This design comes from an exercise in tuning for small area and a short achievable clock period on the open sky130 flow, not from production work.
The RTL was checked by simulation tests, not by an equivalence proof against the original design.
Power and IR drop assume default switching activity.

[flow/flow/run.sh]
#!/bin/bash
# The standard layout, with the smallest buffer on every port instead of the
# one buffer_ports picks on its own, a clock tree of smaller buffers without
# dummy loads, and timing repair that aims well below the clock period.
set -euo pipefail
export BUFFER_PORTS_ARGS="-buffer_cell sky130_fd_sc_hd__buf_1"
export CTS_ARGS="-sink_clustering_enable -repair_clock_nets -dont_use_dummy_load -sink_clustering_size 18 -sink_clustering_max_diameter 60 -buf_list {sky130_fd_sc_hd__clkbuf_4 sky130_fd_sc_hd__clkbuf_8}"
export SETUP_SLACK_MARGIN=13.23
bash standard.sh > standard.log 2>&1
[flow/design.v]
`default_nettype none
package alu_pkg;
	localparam int WIDTH   = 32;  
	localparam int LANES   = 4;   
	localparam int LATENCY = 3;   
	localparam int BLK     = 2;   
	localparam int NBLK    = WIDTH / BLK;
	localparam int GBITS   = 8;   
	typedef enum logic [2:0] {
		ADD = 3'd0,  
		SUB = 3'd1,  
		SEQ = 3'd2,  
		SNE = 3'd3,  
		SLT = 3'd4,  
		SGT = 3'd5,  
		SLE = 3'd6,  
		SGE = 3'd7   
	} alu_op_e;
endpackage
`default_nettype wire
`timescale 1ns/1ps
`default_nettype none
module op_dispatch (
	input  logic                                     clk,
	input  logic                                     arst_n,
	input  logic                                     in_valid,
	input  logic [2:0]                               op,
	input  logic [alu_pkg::LANES*alu_pkg::WIDTH-1:0] a_bus,
	input  logic [alu_pkg::LANES*alu_pkg::WIDTH-1:0] b_bus,
	output logic                                     req_valid,
	output logic [2:0]                               req_op,
	output logic                                     req_sub,   
	output logic [alu_pkg::LANES*alu_pkg::WIDTH-1:0] req_sum,   
	output logic [alu_pkg::LANES*alu_pkg::NBLK-1:0]  req_gen    
);
	localparam int WIDTH = alu_pkg::WIDTH;
	localparam int LANES = alu_pkg::LANES;
	localparam int BLK   = alu_pkg::BLK;
	localparam int NBLK  = alu_pkg::NBLK;
	logic                   sub;
	logic [LANES*WIDTH-1:0] sum_d;
	logic [LANES*NBLK-1:0]  gen_d;
	assign sub = (op != alu_pkg::ADD);  
	genvar n;
	generate
		for (n = 0; n < LANES; n++)
		begin : g_add
			lane_add u_add (
				.op  (op),
				.a   (a_bus[n*WIDTH +: WIDTH]),
				.b   (b_bus[n*WIDTH +: WIDTH]),
				.sum (sum_d[n*WIDTH +: WIDTH]),
				.gen (gen_d[n*NBLK +: NBLK])
			);
		end
	endgenerate
	always_ff @(posedge clk or negedge arst_n)
	begin
		if (!arst_n)
			req_valid <= 1'b0;
		else
			req_valid <= in_valid;
	end
	always_ff @(posedge clk)
	begin
		req_op  <= op;
		req_sub <= sub;
		req_sum <= sum_d;
		req_gen <= gen_d;
	end
endmodule
`default_nettype wire
`default_nettype none
module lane_add (
	input  logic [2:0]                op,
	input  logic [alu_pkg::WIDTH-1:0] a,
	input  logic [alu_pkg::WIDTH-1:0] b,
	output logic [alu_pkg::WIDTH-1:0] sum,
	output logic [alu_pkg::NBLK-1:0]  gen
);
	localparam int WIDTH = alu_pkg::WIDTH;
	localparam int BLK   = alu_pkg::BLK;
	localparam int NBLK  = alu_pkg::NBLK;
	logic             sub;
	logic [WIDTH-1:0] b_eff;
	assign sub   = (op != alu_pkg::ADD);
	assign b_eff = b ^ {WIDTH{sub}};
	genvar j, i;
	generate
		for (j = 0; j < NBLK; j++)
		begin : g_blk
			logic [BLK:0] c;
			assign c[0] = 1'b0;
			for (i = 0; i < BLK; i++)
			begin : g_bit
				assign sum[j*BLK+i] = a[j*BLK+i] ^ b_eff[j*BLK+i] ^ c[i];
				assign c[i+1] = (a[j*BLK+i] & b_eff[j*BLK+i])
					| (c[i] & (a[j*BLK+i] ^ b_eff[j*BLK+i]));
			end
			assign gen[j] = c[BLK];
		end
	endgenerate
endmodule
`default_nettype wire
`timescale 1ns/1ps
`default_nettype none
module alu_lane (
	input  logic                      clk,
	input  logic [2:0]                req_op,
	input  logic                      req_sub,   
	input  logic [alu_pkg::WIDTH-1:0] req_sum,   
	input  logic [alu_pkg::NBLK-1:0]  req_gen,   
	output logic [alu_pkg::WIDTH-1:0] result,
	output logic                      cout
);
	localparam int WIDTH = alu_pkg::WIDTH;
	localparam int BLK   = alu_pkg::BLK;
	localparam int GBITS = alu_pkg::GBITS;
	localparam int NGRP  = WIDTH / GBITS;
	logic             use_set;
	logic [WIDTH-1:0] sum;
	logic             equal;
	logic             set_bit;
	logic [WIDTH-1:0] lane_res;
	assign use_set = req_op[2] | req_op[1];
	logic [NGRP:0]   grp_carry;  
	logic [NGRP-1:0] grp_all1;   
	assign grp_carry[0] = req_sub;  
	genvar q;
	generate
		for (q = 0; q < NGRP; q++)
		begin : g_grp
			sum_group u_grp (
				.bsum  (req_sum[q*GBITS +: GBITS]),
				.bgen  (req_gen[q*GBITS/BLK +: GBITS/BLK]),
				.cin   (grp_carry[q]),
				.clear (use_set),
				.sum   (sum[q*GBITS +: GBITS]),
				.cout  (grp_carry[q+1]),
				.all1  (grp_all1[q])
			);
		end
	endgenerate
	assign equal = &grp_all1;
	always_comb
	begin
		case (req_op)
			alu_pkg::SEQ: set_bit = equal;
			alu_pkg::SNE: set_bit = ~equal;
			alu_pkg::SLT: set_bit = ~grp_carry[NGRP];
			alu_pkg::SGT: set_bit = grp_carry[NGRP] & ~equal;
			alu_pkg::SLE: set_bit = ~grp_carry[NGRP] | equal;
			default:      set_bit = grp_carry[NGRP];  
		endcase
		lane_res = {sum[WIDTH-1:1], sum[0] | (use_set & set_bit)};
	end
	always_ff @(posedge clk)
	begin
		result <= lane_res;
		cout   <= grp_carry[NGRP];  
	end
endmodule
`default_nettype wire
`default_nettype none
module sum_group (
	input  logic [alu_pkg::GBITS-1:0]             bsum,  
	input  logic [alu_pkg::GBITS/alu_pkg::BLK-1:0] bgen,  
	input  logic                                  cin,
	input  logic                                  clear,  
	output logic [alu_pkg::GBITS-1:0]             sum,
	output logic                                  cout,
	output logic                                  all1   
);
	localparam int BLK   = alu_pkg::BLK;
	localparam int NB    = alu_pkg::GBITS / BLK;
	logic [NB-1:0] prop;    
	logic [NB:0]   carry;   
	logic [NB:0]   gen;     
	assign carry[0] = cin;
	assign gen[0]   = 1'b0;
	genvar j, i;
	generate
		for (j = 0; j < NB; j++)
		begin : g_blk
			logic [BLK:0] t;
			assign prop[j]    = &bsum[j*BLK +: BLK];
			assign carry[j+1] = bgen[j] | (prop[j] & carry[j]);
			assign gen[j+1]   = bgen[j] | (prop[j] & gen[j]);
			assign t[0] = carry[j];
			for (i = 0; i < BLK; i++)
			begin : g_bit
				assign sum[j*BLK+i] = ~clear & (bsum[j*BLK+i] ^ t[i]);
				assign t[i+1]       = bsum[j*BLK+i] & t[i];
			end
		end
	endgenerate
	assign all1 = &prop;
	assign cout = gen[NB] | (all1 & cin);  
endmodule
`default_nettype wire
`timescale 1ns/1ps
`default_nettype none
module result_collect (
	input  logic                                     clk,
	input  logic                                     arst_n,
	input  logic                                     req_valid,
	input  logic [alu_pkg::LANES*alu_pkg::WIDTH-1:0] res_result,
	input  logic [alu_pkg::LANES-1:0]                res_cout,
	output logic                                     out_valid,
	output logic [alu_pkg::LANES*alu_pkg::WIDTH-1:0] result_bus,
	output logic [alu_pkg::LANES-1:0]                carry_bus,
	output logic [alu_pkg::LANES-1:0]                zero_bus
);
	logic res_valid;
	always_ff @(posedge clk or negedge arst_n)
	begin
		if (!arst_n)
		begin
			res_valid <= 1'b0;
			out_valid <= 1'b0;
		end
		else
		begin
			res_valid <= req_valid;
			out_valid <= res_valid;
		end
	end
	always_ff @(posedge clk)
	begin
		result_bus <= res_result;
		carry_bus  <= res_cout;
		for (int n = 0; n < alu_pkg::LANES; n++)
			zero_bus[n] <= (res_result[n*alu_pkg::WIDTH +: alu_pkg::WIDTH] == '0);
	end
endmodule
`default_nettype wire
`timescale 1ns/1ps
`default_nettype none
module alu_array_top (
	input  logic         clk,
	input  logic         arst_n,
	input  logic         in_valid,
	input  logic [2:0]   op,          
	input  logic [127:0] a_bus,       
	input  logic [127:0] b_bus,
	output logic         out_valid,
	output logic [127:0] result_bus,
	output logic [3:0]   carry_bus,
	output logic [3:0]   zero_bus
);
	localparam int WIDTH = alu_pkg::WIDTH;
	localparam int LANES = alu_pkg::LANES;
	localparam int NBLK  = alu_pkg::NBLK;
	logic                   req_valid;
	logic [2:0]             req_op;
	logic                   req_sub;
	logic [LANES*WIDTH-1:0] req_sum;
	logic [LANES*NBLK-1:0]  req_gen;
	logic [LANES*WIDTH-1:0] res_result;
	logic [LANES-1:0]       res_cout;
	op_dispatch u_dispatch (
		.clk       (clk),
		.arst_n    (arst_n),
		.in_valid  (in_valid),
		.op        (op),
		.a_bus     (a_bus),
		.b_bus     (b_bus),
		.req_valid (req_valid),
		.req_op    (req_op),
		.req_sub   (req_sub),
		.req_sum   (req_sum),
		.req_gen   (req_gen)
	);
	genvar i;
	generate
		for (i = 0; i < LANES; i++)
		begin : g_lane
			alu_lane u_lane (
				.clk     (clk),
				.req_op  (req_op),
				.req_sub (req_sub),
				.req_sum (req_sum[i*WIDTH +: WIDTH]),
				.req_gen (req_gen[i*NBLK +: NBLK]),
				.result  (res_result[i*WIDTH +: WIDTH]),
				.cout    (res_cout[i])
			);
		end
	endgenerate
	result_collect u_collect (
		.clk        (clk),
		.arst_n     (arst_n),
		.req_valid  (req_valid),
		.res_result (res_result),
		.res_cout   (res_cout),
		.out_valid  (out_valid),
		.result_bus (result_bus),
		.carry_bus  (carry_bus),
		.zero_bus   (zero_bus)
	);
endmodule
`default_nettype wire
[flow/config.mk]
export PLATFORM = sky130hd
export DESIGN_NAME = alu_array_top
export DESIGN_NICKNAME = alu_array_top
export VERILOG_FILES = /design/flow/design.v
export SDC_FILE = /design/flow/constraint.sdc
export NUM_CORES = 4
export LEC_CHECK = 0
export CAP_MARGIN = 20
export CORE_MARGIN = 2
export CORE_UTILIZATION = 40
export SLEW_MARGIN = 20
export SYNTH_HIERARCHICAL = 1
[flow/constraint.sdc]
create_clock -name core_clock -period 18.0 [get_ports {clk}]
set_input_delay 3.6000 -clock core_clock [delete_from_list [all_inputs] [get_ports {clk}]]
set_output_delay 3.6000 -clock core_clock [all_outputs]
set_load 0.01 [all_outputs]
[flow/standard.sh]
#!/bin/bash
# synth_recipe.tcl (not shown) runs the flow's synth.tcl, then flattens the netlist and writes it again
# the make line also repeats each setting of config.mk as NAME=value (left out here)
make -C /OpenROAD-flow-scripts/flow DESIGN_CONFIG=/design/flow/config.mk WORK_HOME=/design/flow/orfs CLKGATE_MAP_FILE= SYNTH_SCRIPT=/design/flow/synth_recipe.tcl "${@:-finish}"
==> reports/qor.yml, run 1 <==
status: "complete, no violations"
vias_per_cell: 4.60
ys_ff_latch: 467
dr.pass1.iters: 4
grt_max_degree: 33
p_sw_mw: 0.565
cts_tree: "yes"
first_global_vias: 10500
vias: 10300
syn_area_um2: 16400
ys_seq_area_share_pct: 57.0
hold_class: "reg -> reg"
worst_pin_slew_ns: 0.646
drive_above_1_share_pct: 7.05
worst_slack_ns: 13.28
intPower_mw: 1.53
clkPwrFrac_pct: 23.3
root_buffer: "clkbuf_8"
cp-end-kind: "flip-flop"
holdPathEnd: "u_collect.carry_bus[3]$_DFF_P_"
crit_type: "in -> reg"
dieArea_um2: 42700
final.min_clock_period_ns: 4.72
synth_fp_nets: 1726
pin_count: 399
vdd_drop_max_mv: 0.0495
clock-skew-final_ns: 0.0600
place_inst: 2195
worst-r2r-setup-slack_ns: 14.92
max_freq_ghz: 0.212
slew_violations: 0
sw_frac_of_total_pct: 26.9
power_density_nw_per_um2: 109
start_kind: "input port"
gp_congestion: 0.817
initial_utilization_pct: 40.3
leakage_nw: 7.50
fin_area_um2: 19200
grt_setup_unrepaired: "true"
holdWs_ns: 0.314
drt_drc_violations_left: 0
cts_buffer_depth: 3
synth_area_leader_cell: "dfxtp_1"
drt_iter0_markers: 315
n_fill_cell: 3765
grt_use_met1_pct: 19.7
grt-ovfl-total: 0
min_from: "g_lane[3].u_lane.cout$_DFF_P_"
nets: 2159
rr_worst_depth: 10
die_w_um: 207
regToRegEndpoint: "g_lane[2].u_lane.result[28]$_DFF_P_"
antenna_found_initial: 5
io_buffers: 398
core_um2: 40700
area_delta_synth_final_pct: 16.7
dp_hpwl_mm: 28.0
grt.busiest_layer: "met2"
clock_sinks: 467
pre_cts_slack_ns: 12.43
grt_first_pass_wirelength_mm: 53.8
cts_buffers: 37
placed_cell_area_um2: 18500
path_max_fanout: 16
synthTopCellsByArea: "dfxtp_1 (57%), xnor2_1 (10%), ha_1 (9.7%), fa_1 (7.8%), nor2b_1 (2.4%)"
finalSetupViolCount: 0
clk_latency_ns: 0.60
drv_cap: 0
finalCritPeriodShare_pct: 26.2
total_power_mw: 2.10
r2r-start: "u_dispatch.req_sum[69]$_DFF_P_"
wirelength_mm: 35.6
fin_cells: 2236
tns_ns: 0
post-route-util_pct: 47.1
power_frac_seq_pct: 60.1
die_y_um: 207
htree_levels: 2
rows: 74
syn_area_per_cell_um2: 12.9
synth_top_area_share_pct: 56.5
cp.arrival_ns: 5.14
grt_use_met3_pct: 5.12
hold_depth: 0
syn_inst: 1272
p_comb_share_pct: 16.6
grtUsageMet2_pct: 28.2
maxSlewHeadroom_pct: 56.8
yosys_warnings: 9
yosysUniqueCellTypes: 25
groute.usage.overall_pct: 16.4
final_antenna_net_count: 0
clk_pin_slew_ns: 0.10
worstPathRequired_ns: 18.41
finalHoldViolCount: 0
routedWlPerCell_um: 15.9
Yosys cell counts, drive strengths merged:
cell,instances
a21boi,4
a221o,16
a311oi,4
a31o,16
a31oi,32
and2,16
buf,12
dfrtp,3
dfxtp,464
fa,64
ha,128
inv,44
nand2,4
nand4,44
nor2,88
nor2b,64
nor3,4
nor4,32
o211ai,4
o21ai,32
o221ai,4
or3,1
xnor2,192
Yosys stat by module (local to each module, per instance), excerpt:
module | times used | cells inside | flip-flops and latches | area (µm²)
op_dispatch | 1 | 198 | 197 | 3960
sum_group | 16 | 28 | 0 | 196
lane_add | 4 | 68 | 0 | 851
result_collect | 1 | 182 | 138 | 3060
alu_lane | 4 | 43 | 33 | 718
worst max path at each step:
| stage | depth (start not counted) | slack, ns | end | start |
|---|---|---|---|---|
| 4_1_cts | 6 | 13.21 | u_dispatch.req_sum[83]$_DFF_P_ | op[1] |
| 3_3_place_gp | 6 | 12.50 | u_dispatch.req_sum[95]$_DFF_P_ | op[1] |
| 3_5_place_dp | 6 | 12.43 | u_dispatch.req_sum[83]$_DFF_P_ | op[1] |
| 6_report | 6 | 13.28 | u_dispatch.req_sum[21]$_DFF_P_ | op[2] |
| 5_1_grt | 1 | 13.22 | out_valid | u_collect.out_valid$_DFF_PN0_ |
| 2_1_floorplan | 5 | 13.09 | u_dispatch.req_sum[101]$_DFF_P_ | op[1] |
registers in the layout, indices dropped and copies added, names as in the netlist, 3 cells and up:
name                  count
g_lane.u_lane.result    128
u_collect.result_bus    128
u_dispatch.req_op         3
u_collect.carry_bus       4
u_collect.zero_bus        4
u_dispatch.req_gen       64
u_dispatch.req_sum      128
g_lane.u_lane.cout        4
critical path, cell delays in order:
cell and delay (ns):
buf_1 0.42, nor3_4 0.08, buf_4 0.18, clkbuf_16 0.20, xnor2_1 0.22, fa_1 0.45
logic make-up after synthesis:
family                     count (synthesis)  share of synthesized area [%]
xor gates and xnor gates                 192                           10.2
and+or+nand+nor                          253                           8.62
adders and majority gates                192                           17.5
DFF                                      467                           57.0
buffers and inverters                     56                           1.83
AOI/OAI and AO/OA                        112                           4.81
metal layers:
layer | vias to the layer above | part of all wire (%)
met4 | 8 | 2.2
met5 | - | 0.15
met2 | 244 | 49
met3 | 59 | 6.5
met1 | 4814 | 42
li1 | 5161 | -
area by class of cell:
type | instances | area, µm² | share of cell area (%)
Sequential cell | 467 | 9370 | 48.8
Timing Repair Buffer | 406 | 1690 | 8.81
Inverter | 44 | 165 | 0.861
Clock buffer | 37 | 509 | 2.66
Antenna cell | 1 | 2.50 | 0.0130
Multi-Input combinational cell | 749 | 6780 | 35.3
Tap cell | 532 | 666 | 3.47
repair_timing:
action,CTS,global route
setup buffers,0,1
setup endpoints to repair,125,95
endpoints found under the hold margin,0,0
pin swaps,0,1
cloned,0,1
hold buffers,0,0
resized for setup,29,36
power by group through the flow:
stage / clock network [mW] / registers, mW / logic [mW]
finish: 0.490 / 1.26 / 0.348
detailed placement: 0 / 1.29 / 0.347
CTS: 0.514 / 1.26 / 0.352
global route: 0.548 / 1.28 / 0.402
global placement: 0 / 1.28 / 0.337
floorplan: 0 / 1.28 / 0.215
cells in the final DEF (no fill, tap or decap):
master     count
buf_2         23
nor2_1        88
clkbuf_16      1
a21boi_1       4
inv_1         44
and2_1        16
buf_1        352
a31o_2        16
nor4_1        28
nor4_2         4
clkbuf_8      37
nand2_1        2
o221ai_1       4
o21ai_0       16
buf_4          3
clkbuf_2      22
ha_1         128
xnor2_1      192
fa_1          64
nand4_1       44
nor3_4         4
buf_12         4
nand2_2        2
nor2b_1       64
o21ai_1       16
a221o_1       16
a31oi_1       32
dfxtp_2        3
or3_1          1
dfrtp_1        3
a311oi_1       4
o211ai_1       4
dfxtp_1      461
diode_2        1
buf_8          1
==> inputs of run 2 (changes only) <==
--- a/flow/flow/run.sh
+++ b/flow/flow/run.sh
@@ -6,4 +6,4 @@
 export BUFFER_PORTS_ARGS="-buffer_cell sky130_fd_sc_hd__buf_1"
 export CTS_ARGS="-sink_clustering_enable -repair_clock_nets -dont_use_dummy_load -sink_clustering_size 18 -sink_clustering_max_diameter 60 -buf_list {sky130_fd_sc_hd__clkbuf_4 sky130_fd_sc_hd__clkbuf_8}"
-export SETUP_SLACK_MARGIN=13.23
+export SETUP_SLACK_MARGIN=13.2
 bash standard.sh > standard.log 2>&1
==> reports/qor.yml, run 2 <==
synth_top_area_share_pct: 56.5
min_from: "g_lane[3].u_lane.cout$_DFF_P_"
first_global_vias: 10500
drt_iter0_markers: 302
finalCritPeriodShare_pct: 26.3
synth_commonest_cells: "dfxtp_1 (464), xnor2_1 (192), ha_1 (128), nor2_1 (88)"
cts_buffer_depth: 3
die_y_um: 207
maxSlewHeadroom_pct: 56.8
place_inst: 2195
clock_sinks: 467
hold_class: "reg -> reg"
path_max_fanout: 32
synthTopCellsByArea: "dfxtp_1 (57%), xnor2_1 (10%), ha_1 (9.7%), fa_1 (7.8%), nor2b_1 (2.4%)"
antenna_found_initial: 5
start_kind: "input port"
syn_area_per_cell_um2: 12.9
worstPathRequired_ns: 18.42
mostFrequentLayoutCells: "dfxtp_1 (464), buf_1 (381), xnor2_1 (192)"
cp_top_family: "adder cells"
vdd_drop_max_mv: 0.0495
clock-skew-final_ns: 0.0608
placed_cell_area_um2: 18500
gp_congestion: 0.817
final.min_clock_period_ns: 4.73
vias: 10300
total_power_mw: 2.10
wirelength_mm: 35.3
post_cts_buffers: 0
drv_cap: 0
cp-end-kind: "flip-flop"
synth_ff_type: "dfxtp_1"
final_common_cell: "dfxtp_1"
finalSetupViolCount: 0
io_buffers: 398
synth_edf_count: 0
finalHoldViolCount: 0
r2r-start: "u_dispatch.req_sum[69]$_DFF_P_"
dieArea_um2: 42700
dr.pass1.iters: 4
n_fill_cell: 3772
core_um2: 40700
synth_area_leader_cell: "dfxtp_1"
drt_drc_violations_left: 0
slowest_stage: "fa_1"
crit_chain: "buf_1 > nor3_4 > buf_12 > xnor2_1 > ha_1 > fa_1"
vias_per_cell: 4.59
cts_buffers: 37
power_density_nw_per_um2: 110
drive_above_1_share_pct: 5.06
grt_setup_unrepaired: "false"
max_freq_ghz: 0.212
initial_utilization_pct: 40.3
hold_depth: 0
worst_pin_slew_ns: 0.645
root_buffer: "clkbuf_8"
htree_levels: 2
pin_count: 399
holdPathEnd: "u_collect.carry_bus[3]$_DFF_P_"
async_flop_share_pct: 0.642
rows: 74
met1_length_mm: 15.0
syn_inst: 1272
grt-ovfl-total: 0
final_antenna_net_count: 0
area_delta_synth_final_pct: 16.2
clk_pin_slew_ns: 0.10
nets: 2157
groute.usage.overall_pct: 16.4
syn_area_um2: 16400
grt_first_pass_wirelength_mm: 53.8
cp.arrival_ns: 5.14
cp_slowest_stage_delay_ns: 0.41
tns_ns: 0
ys_seq_area_share_pct: 57.0
routedWlPerCell_um: 15.8
cts_tree: "yes"
synth_most_common_cell: "dfxtp_1"
status: "complete, no violations"
crit_type: "in -> reg"
pre_cts_slack_ns: 12.43
yosysUniqueCellTypes: 25
rr_worst_depth: 10
synth_fp_nets: 1726
yosys_warnings: 9
worst_slack_ns: 13.27
clk_latency_ns: 0.60
fin_area_um2: 19100
dp_hpwl_mm: 28.0
leakage_nw: 7.38
worst-r2r-setup-slack_ns: 14.92
wl_met3_mm: 2.36
top_regs: "g_lane.u_lane.result: 128 flops, u_collect.result_bus: 128 flops, u_dispatch.req_sum: 128 flops"
regToRegEndpoint: "g_lane[2].u_lane.result[28]$_DFF_P_"
topRoutingLayerUsed: "met5"
path_buf_inv: 2
ys_ff_latch: 467
slew_violations: 0
wl_met2_mm: 17.1
fin_cells: 2234
die_w_um: 207
grt_max_degree: 33
## run 2: cell counts after synthesis
No cell type changed its count.
## run 2: per-layer routing
layer / up-vias / track usage, %
met3: 56 / 5.12
met5: - / 0
met1: 4785 / 19.7
met2: 239 / 28.3
met4: 8 / 4.66
li1: 5162 / -
## run 2: stage by stage
stage               util [%]  hold slack, ns
floorplan                  -           0.310
global placement        45.4           0.313
detailed placement      45.4           0.312
CTS                     46.7           0.319
global route            46.9           0.316
finish                  46.9           0.315
## run 2: where the power goes
| group | internal, mW | switching (mW) | total [mW] |
|---|---|---|---|
| clock network | 0.185 | 0.305 | 0.490 |
| registers | 1.17 | 0.0873 | 1.26 |
| logic | 0.172 | 0.173 | 0.345 |
## run 2: worst max-delay path by stage
| stage | startpoint | endpoint | slack (ns) | cells past startpoint |
|---|---|---|---|---|
| floorplan | op[1] | u_dispatch.req_sum[101]$_DFF_P_ | 13.09 | 5 |
| global route | u_collect.result_bus[101]$_DFF_P_ | result_bus[101] | 13.20 | 1 |
| detailed placement | op[1] | u_dispatch.req_sum[83]$_DFF_P_ | 12.43 | 6 |
| CTS | u_collect.result_bus[98]$_DFF_P_ | result_bus[98] | 13.21 | 1 |
| finish | op[1] | u_dispatch.req_sum[21]$_DFF_P_ | 13.27 | 6 |
| global placement | op[1] | u_dispatch.req_sum[95]$_DFF_P_ | 12.50 | 6 |
## run 2: modules after synthesis, one instance, submodules excluded, excerpt
module | area [µm²] | cells
lane_add | 851 | 68
op_dispatch | 3960 | 198
alu_lane | 718 | 43
sum_group | 196 | 28
result_collect | 3060 | 182
## run 2: final cells by class
type,instances,area [µm²],share of cell area [%]
well taps,532,666,3.48
repair buffers,404,1620,8.47
inverters,44,165,0.865
flip-flops and latches,467,9360,49.0
diodes,1,2.50,0.0131
multi-input cells,749,6780,35.5
clock buffers,37,509,2.67
## run 2: kinds of logic after synthesis
kind of cell               synth area share [%]
AOI/OAI and AO/OA                          4.81
xor gates and xnor gates                   10.2
adders and majority gates                  17.5
buffers and inverters                      1.83
DFF                                        57.0
and+or+nand+nor                            8.62
## run 2: what timing repair did
action | 4_1_cts | 5_1_grt
hold buffers | 0 | 0
pin swaps | 0 | 0
setup endpoints to repair | 77 | 68
gates resized for setup | 7 | 26
==> inputs of run 3 (changes only) <==
--- a/flow/flow/run.sh
+++ b/flow/flow/run.sh
@@ -6,4 +6,4 @@
 export BUFFER_PORTS_ARGS="-buffer_cell sky130_fd_sc_hd__buf_1"
 export CTS_ARGS="-sink_clustering_enable -repair_clock_nets -dont_use_dummy_load -sink_clustering_size 18 -sink_clustering_max_diameter 60 -buf_list {sky130_fd_sc_hd__clkbuf_4 sky130_fd_sc_hd__clkbuf_8}"
-export SETUP_SLACK_MARGIN=13.2
+export SETUP_SLACK_MARGIN=13.26
 bash standard.sh > standard.log 2>&1
==> reports/qor.yml, run 3 <==
vias: 10200
holdWs_ns: 0.310
min_from: "g_lane[1].u_lane.result[2]$_DFF_P_"
root_buffer: "clkbuf_8"
synth_compound_area_share_pct: 4.81
worst_slack_ns: 13.34
regToRegEndpoint: "g_lane[2].u_lane.result[28]$_DFF_P_"
initial_utilization_pct: 40.3
ys_seq_area_share_pct: 57.0
finalHoldViolCount: 0
die_w_um: 207
clock-skew-final_ns: 0.0736
synth_top_family_by_area: "adder cells"
holdPathEnd: "u_collect.result_bus[34]$_DFF_P_"
grt_first_pass_wirelength_mm: 52.4
worst-r2r-setup-slack_ns: 15.07
die_y_um: 207
synth_edf_count: 0
yosys_warnings: 9
crit_cells: 7
status: "complete, no violations"
hold_depth: 0
synth_top_area_share_pct: 56.5
synth_area_leader_cell: "dfxtp_1"
finalSetupViolCount: 0
mostFrequentLayoutCells: "dfxtp_1 (455), buf_1 (315), xnor2_1 (192)"
maxSlewHeadroom_pct: 32.2
final_common_cell: "dfxtp_1"
pre_cts_slack_ns: 12.43
nets: 2160
gp_congestion: 0.835
cp-end-kind: "flip-flop"
slowest_stage: "fa_1"
dieArea_um2: 42700
path_buf_inv: 3
fin_cells: 2238
yosysUniqueCellTypes: 25
tns_ns: 0
rows: 74
max_freq_ghz: 0.214
synth_commonest_cells: "dfxtp_1 (464), xnor2_1 (192), ha_1 (128), nor2_1 (88)"
hold_class: "reg -> reg"
placed_cell_area_um2: 18500
vias_per_cell: 4.55
crit_type: "in -> reg"
synth_most_common_cell: "dfxtp_1"
power_density_nw_per_um2: 109
syn_inst: 1272
rr_worst_depth: 8
cp.arrival_ns: 5.10
drt_drc_violations_left: 0
synth_ff_type: "dfxtp_1"
core_um2: 40700
slew_violations: 0
wl_met3_mm: 1.90
syn_area_per_cell_um2: 12.9
cts_buffers: 36
synth_fp_nets: 1726
grt_max_degree: 33
vdd_drop_max_mv: 0.0463
cp_slowest_stage_delay_ns: 0.41
topRoutingLayerUsed: "met4"
groute.usage.overall_pct: 15.8
cts_tree: "yes"
holdBufCountCts: 0
finalCritPeriodShare_pct: 25.9
drv_cap: 0
synthAdderAreaFrac_pct: 17.5
wirelength_mm: 35.1
antenna_found_initial: 1
grt-ovfl-total: 0
async_flop_share_pct: 0.642
met1_length_mm: 15.1
routedWlPerCell_um: 15.7
worstPathRequired_ns: 18.43
pin_count: 399
htree_levels: 2
synthTopCellsByArea: "dfxtp_1 (57%), xnor2_1 (10%), ha_1 (9.7%), fa_1 (7.8%), nor2b_1 (2.4%)"
crit_chain: "clkbuf_2 > nor3_4 > buf_4 > buf_12 > xnor2_1 > ha_1 > fa_1"
cp_top_family: "adder cells"
io_buffers: 398
dp_hpwl_mm: 27.4
drive_above_1_share_pct: 9.62
start_kind: "input port"
clock_sinks: 467
worst_pin_slew_ns: 1.01
wl_met2_mm: 17.1
leakage_nw: 7.66
final.min_clock_period_ns: 4.66
final_antenna_net_count: 0
area_delta_synth_final_pct: 17.1
dr.pass1.iters: 4
synthMuxAreaShare_pct: 0
synth-simple-area-share_pct: 8.62
ys_ff_latch: 467
path_max_fanout: 16
place_inst: 2194
first_global_vias: 10400
cts_buffer_depth: 3
top_regs: "g_lane.u_lane.result: 128 flops, u_collect.result_bus: 128 flops, u_dispatch.req_sum: 128 flops"
total_power_mw: 2.09
synthXorXnorAreaFrac_pct: 10.2
clk_latency_ns: 0.59
r2r-start: "u_dispatch.req_sub$_DFF_P_"
post-route-util_pct: 47.2
drt_iter0_markers: 309
fin_area_um2: 19200
syn_area_um2: 16400
clk_pin_slew_ns: 0.10
grt_setup_unrepaired: "false"
run 3: cell counts after synthesis:
Identical to the previous run, type by type.
run 3: kinds of logic (layout without fill, tap and decap cells):
group	count (synthesis)	count (layout)
buffers and inverters	56	488
flip-flops	467	467
AO/OA/AOI/OAI	112	112
AND/OR/NAND/NOR	253	253
other	0	2
adder cells (fa/ha/maj)	192	192
XOR/XNOR	192	192
run 3: metal layers:
metal,vias to the layer above,global-route usage [%]
li1,5159,-
met1,4713,19.5
met2,247,27.1
met3,56,3.08
met4,0,6.28
met5,-,0
run 3: per-module statistics from Yosys (local to each module, per instance), excerpt:
module	flops+latches	cells inside	copies in the design	cell area (µm²)
alu_lane	33	43	4	718
lane_add	0	68	4	851
op_dispatch	197	198	1	3960
result_collect	138	182	1	3060
sum_group	0	28	16	196
run 3: final cells by class:
cell class / instances / area (µm²)
fillers: 3838 / 21500
flip-flops and latches: 467 / 9380
inverters: 44 / 165
clock buffers: 36 / 495
repair buffers: 408 / 1760
diodes: 2 / 5.00
multi-input cells: 749 / 6780
well taps: 532 / 666
run 3: power breakdown:
| part | switching, mW | total [mW] | internal [mW] |
|---|---|---|---|
| combinational | 0.171 | 0.348 | 0.177 |
| sequential | 0.0882 | 1.26 | 1.17 |
| clock | 0.298 | 0.478 | 0.180 |
| total | 0.557 | 2.09 | 1.53 |
run 3: timing repair:
item | 4_1_cts | 5_1_grt
endpoints found under the hold margin | 0 | 0
gates resized for setup | 72 | 34
setup endpoints to repair | 180 | 99
cloned | 0 | 2
buffers inserted | 0 | 4
pin swaps | 0 | 2
run 3: worst max-delay path by stage:
stage,startpoint,end,slack (ns)
after floorplan,op[1],u_dispatch.req_sum[101]$_DFF_P_,13.09
after global routing,u_collect.result_bus[34]$_DFF_P_,result_bus[34],13.26
after detailed placement,op[1],u_dispatch.req_sum[95]$_DFF_P_,12.43
final,op[2],u_dispatch.req_sum[43]$_DFF_P_,13.34
after CTS,u_collect.result_bus[80]$_DFF_P_,result_bus[80],13.26
after global placement,op[1],u_dispatch.req_sum[89]$_DFF_P_,12.50

static timing again, ports no longer ideal:
Ports are ideal in the flow. The routed layouts listed here were re-timed in OpenROAD. Step 1: set_driving_cell puts a clkbuf_16 on clk and a buf_2 on each other input, an assumption about the parent block. Step 2 also shifts input and output timing later by t, the mid clock arrival at the registers, as if the neighbouring blocks saw the same clock. Three values: ideal, step 1, step 2; two values: the first two.
run | t, ns | setup slack, ns | clock arrival spread, ns | slew at the worst register clock pin (ns) | worst slew at a driven data input, ns
run 1 | 0.622 | 13.276 / 13.232 / 12.629 | 0.068 / 0.068 | 0.11 / 0.11 | 0.10
run 2 | 0.624 | 13.273 / 13.225 / 12.632 | 0.069 / 0.070 | 0.11 / 0.11 | 0.10
run 3 | 0.593 | 13.336 / 13.294 / 12.733 | 0.074 / 0.074 | 0.10 / 0.10 | 0.08
After both steps setup and hold are still met in every run listed. For run 1, which loses most, drivers alone change the setup slack by -0.044 ns; drivers and shift together by -0.647 ns.
